Context: an optimization exercise on an open-source flow, tuned for a short achievable clock period and few clock cycles per item. The choices shown serve that exercise and are no tape-out recipe.
Only simulation tests tie the RTL to the original design; equivalence was not proved.
Power is estimated from default activity; no workload was simulated.

==> flow/design.v <==
package pipe_pkg;
    typedef enum logic [1:0] {
        IDLE  = 2'd0,
        FILL  = 2'd1,
        WRITE = 2'd2
    } dc_state_t;
    localparam logic [1:0] MEM_LOAD  = 2'b01;
    localparam logic [1:0] MEM_STORE = 2'b10;
    function automatic integer off_bits(input integer words);
        off_bits = $clog2(words);
    endfunction
    function automatic integer idx_bits(input integer lines);
        idx_bits = $clog2(lines);
    endfunction
    function automatic integer tag_bits(input integer lines, input integer words);
        tag_bits = 30 - $clog2(lines) - $clog2(words);
    endfunction
endpackage
module dcache_array #(
    parameter int LINES = 16,
    parameter int WORDS = 4
) (
    input  logic                                clk,
    input  logic                                rst,
    input  logic [29:0]                         rd_addr,
    output logic                                rd_match,
    output logic                                rd_present,
    output logic                                rd_fip,
    output logic [31:0]                         rd_data,
    input  logic [29:0]                         wr_addr,
    input  logic [LINES*WORDS-1:0]              wr_wsel,
    input  logic [LINES-1:0]                    wr_lsel,
    input  logic                                st_en,
    input  logic [31:0]                         st_data,
    input  logic                                al_en,
    input  logic                                fl_en,
    input  logic [29:0]                         fl_addr,
    input  logic [LINES*WORDS-1:0]              fl_wsel,
    input  logic [31:0]                         fl_data,
    input  logic                                fl_last
);
    localparam int OB = pipe_pkg::off_bits(WORDS);
    localparam int IB = pipe_pkg::idx_bits(LINES);
    localparam int TB = pipe_pkg::tag_bits(LINES, WORDS);
    localparam int NW = LINES * WORDS;
    logic [31:0]      data_mem [0:NW-1];
    logic [TB-1:0]    tag_mem  [0:LINES-1];
    logic [LINES-1:0] valid;
    logic [NW-1:0]    wv;
    logic [LINES-1:0] fip;
    logic [IB+OB-1:0] rw;
    logic [IB-1:0]    ri;
    logic [TB-1:0]    rt;
    logic [IB+OB-1:0] ww;
    logic [IB-1:0]    wi;
    logic [IB+OB-1:0] fw;
    logic [IB-1:0]    fi;
    logic [LINES-1:0] lmatch;
    logic [31:0]      lword [0:LINES-1];
    logic [3:0]       ilo;
    logic [3:0]       ihi;
    assign rw = rd_addr[IB+OB-1:0];
    assign ri = rd_addr[IB+OB-1:OB];
    assign rt = rd_addr[29:IB+OB];
    assign ww = wr_addr[IB+OB-1:0];
    assign wi = wr_addr[IB+OB-1:OB];
    assign fw = fl_addr[IB+OB-1:0];
    assign fi = fl_addr[IB+OB-1:OB];
    always_comb begin
        for (int l = 0; l < LINES; l++) begin
            lmatch[l] = valid[l] & (tag_mem[l] == rt);
        end
        for (int h = 0; h < 4; h++) begin
            ilo[h] = (ri[1:0] == 2'(h));
            ihi[h] = (ri[3:2] == 2'(h));
        end
        for (int l = 0; l < LINES; l++) begin
            lword[l] = data_mem[l * WORDS + int'(rd_addr[OB-1:0])];
        end
        rd_data = '0;
        for (int l = 0; l < LINES; l++) begin
            rd_data = rd_data | ({32{ilo[l % 4]}} & {32{ihi[l / 4]}} & lword[l]);
        end
    end
    assign rd_match   = lmatch[ri];
    assign rd_present = wv[rw];
    assign rd_fip     = fip[ri] & ~(fl_en & fl_last & (fi == ri));
    always_ff @(posedge clk) begin
        for (int w = 0; w < NW; w++) begin
            if (st_en && wr_wsel[w]) begin
                data_mem[w] <= st_data;
            end else if (fl_en && fl_wsel[w] && (!wv[w] || (al_en && wr_lsel[w / WORDS]))) begin
                data_mem[w] <= fl_data;
            end
        end
        for (int l = 0; l < LINES; l++) begin
            if (al_en && wr_lsel[l]) begin
                tag_mem[l] <= wr_addr[29:IB+OB];
            end
        end
    end
    always_ff @(posedge clk) begin
        if (rst) begin
            valid <= '0;
            fip   <= '0;
            wv    <= '0;
        end else begin
            for (int w = 0; w < NW; w++) begin
                if ((st_en && wr_wsel[w]) || (fl_en && fl_wsel[w])) begin
                    wv[w] <= 1'b1;
                end else if (al_en && wr_lsel[w / WORDS]) begin
                    wv[w] <= 1'b0;
                end
            end
            for (int l = 0; l < LINES; l++) begin
                if (al_en && wr_lsel[l]) begin
                    valid[l] <= 1'b1;
                    fip[l]   <= 1'b1;
                end else if (fl_en && fl_last && fi == IB'(l)) begin
                    fip[l] <= 1'b0;
                end
            end
        end
    end
endmodule
module dcache_ctrl #(
    parameter int LINES = 16,
    parameter int WORDS = 4
) (
    input  logic        clk,
    input  logic        rst,
    input  logic        req_valid,
    input  logic        req_we,
    input  logic [31:0] req_addr,
    input  logic [31:0] req_wdata,
    output logic [31:0] rdata,
    output logic        busy,
    output logic        mem_req,
    output logic        mem_we,
    output logic [31:0] mem_addr,
    output logic [31:0] mem_wdata,
    input  logic        mem_ack,
    input  logic [31:0] mem_rdata
);
    localparam int OB = pipe_pkg::off_bits(WORDS);
    localparam int IB = pipe_pkg::idx_bits(LINES);
    localparam int QD = 4;                     
    localparam int QB = $clog2(QD);
    localparam logic [OB-1:0] LAST = OB'(WORDS - 1);
    logic        ready_r;                      
    logic        busy_o;                       
    logic [31:0] rdata_r;
    logic        wait_fill;                    
    logic        arr_match;
    logic        arr_present;
    logic        arr_fip;
    logic [31:0] arr_data;
    logic        undecided;
    logic        fwd;
    logic        load_dec;
    logic        load_miss;
    logic        store_dec;
    logic        q_space;
    logic        rq_we;
    logic [29:0] rq_addr;
    logic [31:0] rq_wdata;
    logic [LINES*WORDS-1:0] rq_wsel;           
    logic [LINES-1:0]       rq_lsel;           
    logic        st_d;                         
    logic        al_d;                         
    logic        op_d;                         
    logic        mreq;                         
    logic        midle;
    logic        mreq_o;                       
    logic        mwe;
    logic [29:0] maddr;
    logic [31:0] mwdata;
    logic [LINES*WORDS-1:0] mwsel;             
    logic        mwe_o;
    logic [29:0] maddr_o;
    logic [31:0] mwdata_o;
    logic        mreq_n;
    logic        mwe_n;
    logic [29:0] maddr_n;
    logic [31:0] mwdata_n;
    logic        beat;
    logic        beat_fill;
    logic        cont_fill;
    logic        adv;
    logic          q_fill [0:QD-1];
    logic [29:0]   q_addr [0:QD-1];
    logic [31:0]   q_data [0:QD-1];
    logic [QB-1:0] q_rp;
    logic [QB-1:0] q_wp;
    logic [QB:0]   q_cnt;
    logic          q_empty;
    logic          take_q;
    logic          take_d;
    logic          take_in;
    logic          in_d;                       
    logic          push;
    logic [29:0]   op_addr;
    assign undecided = req_valid & ~ready_r;
    assign mreq      = ~midle;
    assign beat      = mreq & mem_ack;
    assign beat_fill = beat & ~mwe;
    assign cont_fill = beat_fill & (maddr[OB-1:0] != LAST);
    assign fwd       = beat_fill & (maddr == req_addr[31:2]);
    assign q_empty = (q_cnt == '0);
    assign q_space = (q_cnt != (QB+1)'(QD));
    assign load_dec  = undecided & ~req_we & (wait_fill ? fwd : (arr_match & (arr_present | fwd)));
    assign load_miss = undecided & ~req_we & ~wait_fill & ~arr_match & ~arr_fip & q_space;
    assign store_dec = undecided & req_we & q_space;
    dcache_array #(
        .LINES(LINES),
        .WORDS(WORDS)
    ) u_array (
        .clk       (clk),
        .rst       (rst),
        .rd_addr   (req_addr[31:2]),
        .rd_match  (arr_match),
        .rd_present(arr_present),
        .rd_fip    (arr_fip),
        .rd_data   (arr_data),
        .wr_addr   (rq_addr),
        .wr_wsel   (rq_wsel),
        .wr_lsel   (rq_lsel),
        .st_en     (st_d),
        .st_data   (rq_wdata),
        .al_en     (al_d),
        .fl_en     (beat_fill),
        .fl_addr   (maddr),
        .fl_wsel   (mwsel),
        .fl_data   (mem_rdata),
        .fl_last   (~cont_fill)
    );
    always_ff @(posedge clk) begin
        if (rst) begin
            ready_r   <= 1'b0;
            busy_o    <= 1'b1;
            wait_fill <= 1'b0;
            st_d      <= 1'b0;
            al_d      <= 1'b0;
            op_d      <= 1'b0;
        end else begin
            ready_r   <= load_dec | store_dec;
            busy_o    <= ~(load_dec | store_dec);
            wait_fill <= (wait_fill | load_miss) & ~load_dec;
            st_d      <= store_dec & arr_match;
            al_d      <= load_miss;
            op_d      <= store_dec | load_miss;
        end
        rdata_r  <= (wait_fill | ~arr_present) ? mem_rdata : arr_data;
        rq_we    <= req_we;
        rq_addr  <= req_addr[31:2];
        rq_wdata <= req_wdata;
        for (int w = 0; w < LINES * WORDS; w++) begin
            rq_wsel[w] <= (req_addr[OB+IB+1:2] == (OB+IB)'(w));
        end
        for (int l = 0; l < LINES; l++) begin
            rq_lsel[l] <= (req_addr[OB+IB+1:OB+2] == IB'(l));
        end
    end
    assign busy  = busy_o;
    assign rdata = rdata_r;
    assign op_addr = rq_we ? rq_addr : {rq_addr[29:OB], OB'(0)};
    assign adv     = ~mreq | (beat & ~cont_fill);
    assign take_q  = adv & ~q_empty;
    assign take_d  = adv & q_empty & op_d & ~in_d;
    assign take_in = adv & q_empty & ~(op_d & ~in_d) & (store_dec | load_miss);
    assign push    = op_d & ~in_d & ~take_d;
    always_comb begin
        mreq_n   = mreq;
        mwe_n    = mwe;
        maddr_n  = maddr;
        mwdata_n = mwdata;
        if (cont_fill) begin
            maddr_n[OB-1:0] = maddr[OB-1:0] + 1'b1;
        end else if (take_q) begin
            mreq_n   = 1'b1;
            mwe_n    = ~q_fill[q_rp];
            maddr_n  = q_addr[q_rp];
            mwdata_n = q_data[q_rp];
        end else if (take_d) begin
            mreq_n   = 1'b1;
            mwe_n    = rq_we;
            maddr_n  = op_addr;
            mwdata_n = rq_wdata;
        end else if (adv) begin
            mreq_n   = take_in;
            mwe_n    = req_we;
            maddr_n  = req_we ? req_addr[31:2] : {req_addr[31:OB+2], OB'(0)};
            mwdata_n = req_wdata;
        end
    end
    always_ff @(posedge clk) begin
        if (rst) begin
            midle  <= 1'b1;
            mreq_o <= 1'b0;
            q_rp  <= '0;
            q_wp  <= '0;
            q_cnt <= '0;
            in_d  <= 1'b0;
        end else begin
            midle  <= ~mreq_n;
            mreq_o <= mreq_n;
            in_d  <= take_in;
            if (push) begin
                q_fill[q_wp] <= ~rq_we;
                q_addr[q_wp] <= op_addr;
                q_data[q_wp] <= rq_wdata;
                q_wp         <= q_wp + 1'b1;
            end
            if (take_q) begin
                q_rp <= q_rp + 1'b1;
            end
            q_cnt <= q_cnt + (QB+1)'(push) - (QB+1)'(take_q);
        end
        mwe    <= mwe_n;
        maddr  <= maddr_n;
        mwdata <= mwdata_n;
        if (rst) begin
            mwe_o    <= 1'b0;
            maddr_o  <= '0;
            mwdata_o <= '0;
        end else begin
            mwe_o    <= mwe_n;
            maddr_o  <= maddr_n;
            mwdata_o <= mwdata_n;
        end
        for (int w = 0; w < LINES * WORDS; w++) begin
            mwsel[w] <= (maddr_n[OB+IB-1:0] == (OB+IB)'(w));
        end
    end
    assign mem_req   = mreq_o;
    assign mem_we    = mwe_o;
    assign mem_addr  = {maddr_o, 2'b00};
    assign mem_wdata = mwdata_o;
endmodule
export LEC_CHECK = 0
export ABC_CLOCK_PERIOD_IN_PS = 2500
export CAP_MARGIN = 20
export CORE_MARGIN = 2
export CORE_UTILIZATION = 50
export CTS_CLUSTER_DIAMETER = 80
export CTS_CLUSTER_SIZE = 30
export SETUP_SLACK_MARGIN = 5
export SLEW_MARGIN = 20
create_clock -name core_clock -period 8.0 [get_ports {clk}]
standard.sh (not shown) runs the stock make flow with config.mk's settings and CLKGATE_MAP_FILE= SYNTH_SCRIPT=/design/flow/synth_recipe.tcl, a recipe that flattens the netlist after the stock synthesis.
==> flow/flow/run.sh <==
#!/bin/bash
# Own layout flow: the standard layout (standard.sh, standard synthesis unchanged), except
# that the port buffers placed at every input and output are buf_4 cells instead of the
# default delay-type buffer, so the resizer can size them like any other buffer.
set -euo pipefail
cd "$(dirname "${BASH_SOURCE[0]}")/.."
bash standard.sh "BUFFER_PORTS_ARGS=-buffer_cell sky130_fd_sc_hd__buf_4" finish > standard_flow.log 2>&1
Testbench counts at the start, summed over its fixed seeds: cycles 53,649, items 12,000.
==> next run, changes <==
--- a/flow/design.v
+++ b/flow/design.v
@@ -58,6 +58,5 @@
     logic [LINES-1:0] lmatch;
     logic [31:0]      lword [0:LINES-1];
-    logic [3:0]       ilo;
-    logic [3:0]       ihi;
+    logic [LINES-1:0] lsel;
     assign rw = rd_addr[IB+OB-1:0];
     assign ri = rd_addr[IB+OB-1:OB];
@@ -71,14 +70,11 @@
             lmatch[l] = valid[l] & (tag_mem[l] == rt);
         end
-        for (int h = 0; h < 4; h++) begin
-            ilo[h] = (ri[1:0] == 2'(h));
-            ihi[h] = (ri[3:2] == 2'(h));
-        end
         for (int l = 0; l < LINES; l++) begin
             lword[l] = data_mem[l * WORDS + int'(rd_addr[OB-1:0])];
+            lsel[l]  = (ri == IB'(l));
         end
         rd_data = '0;
         for (int l = 0; l < LINES; l++) begin
-            rd_data = rd_data | ({32{ilo[l % 4]}} & {32{ihi[l / 4]}} & lword[l]);
+            rd_data = rd_data | ({32{lsel[l]}} & lword[l]);
         end
     end
@@ -148,5 +144,5 @@
     localparam int QB = $clog2(QD);
     localparam logic [OB-1:0] LAST = OB'(WORDS - 1);
-    logic        ready_r;                      
+    logic        busy_r;
     logic        busy_o;                       
     logic [31:0] rdata_r;
@@ -170,7 +166,5 @@
     logic        al_d;                         
     logic        op_d;                         
-    logic        mreq;                         
-    logic        midle;
-    logic        mreq_o;                       
+    logic        mreq;
     logic        mwe;
     logic [29:0] maddr;
@@ -201,6 +195,5 @@
     logic          push;
     logic [29:0]   op_addr;
-    assign undecided = req_valid & ~ready_r;
-    assign mreq      = ~midle;
+    assign undecided = req_valid & busy_r;
     assign beat      = mreq & mem_ack;
     assign beat_fill = beat & ~mwe;
@@ -237,5 +230,5 @@
     always_ff @(posedge clk) begin
         if (rst) begin
-            ready_r   <= 1'b0;
+            busy_r    <= 1'b1;
             busy_o    <= 1'b1;
             wait_fill <= 1'b0;
@@ -244,5 +237,5 @@
             op_d      <= 1'b0;
         end else begin
-            ready_r   <= load_dec | store_dec;
+            busy_r    <= ~(load_dec | store_dec);
             busy_o    <= ~(load_dec | store_dec);
             wait_fill <= (wait_fill | load_miss) & ~load_dec;
@@ -296,6 +289,5 @@
     always_ff @(posedge clk) begin
         if (rst) begin
-            midle  <= 1'b1;
-            mreq_o <= 1'b0;
+            mreq  <= 1'b0;
             q_rp  <= '0;
             q_wp  <= '0;
@@ -303,6 +295,5 @@
             in_d  <= 1'b0;
         end else begin
-            midle  <= ~mreq_n;
-            mreq_o <= mreq_n;
+            mreq  <= mreq_n;
             in_d  <= take_in;
             if (push) begin
@@ -333,5 +324,5 @@
         end
     end
-    assign mem_req   = mreq_o;
+    assign mem_req   = mreq;
     assign mem_we    = mwe_o;
     assign mem_addr  = {maddr_o, 2'b00};
Effect:
- The changed run finished clean
- clock skew came out higher by 35 ps
- die area is about the same
- power came out higher slightly
- wire length came out higher slightly
- synthesized area hardly moves
- global-route usage came out higher by 0.52 points
- design area came out lower slightly
- first-iteration DRC count hardly moves
- fmax came out higher slightly
- worst setup slack is better by 28 ps
- worst hold slack is better by 11 ps
- cell count hardly moves
Testbench counts after the change, summed over its fixed seeds: cycles 53,649, items 12,000.

-- static timing again, ports no longer ideal --
How much do the figures lean on ideal ports? The routed layouts below were timed once more, with nothing changed but the port constraints. Step 1 assumes that a clkbuf_16 drives the clock port and a buf_2 every other input. Step 2, shift: input delay + t, output delay - t, t = (earliest + latest rising clock arrival at the registers) / 2. This alone moves slack from input paths to output paths. a / b / c = no drivers / after step 1 / after step 2; a / b = the first two.
run | t (ns) | setup slack, ns | latest minus earliest clock arrival (ns) | worst slew at a driven data input, ns
the first run | 1.020 | 4.725 / 4.448 / 3.428 | 0.064 / 0.064 | 0.57
the second run | 1.004 | 4.753 / 4.657 / 3.655 | 0.092 / 0.091 | 0.40
After both steps every run listed still meets setup and hold. The setup slack of the first run, which loses most, moves by -0.277 ns with the drivers and by -1.297 ns with both steps.
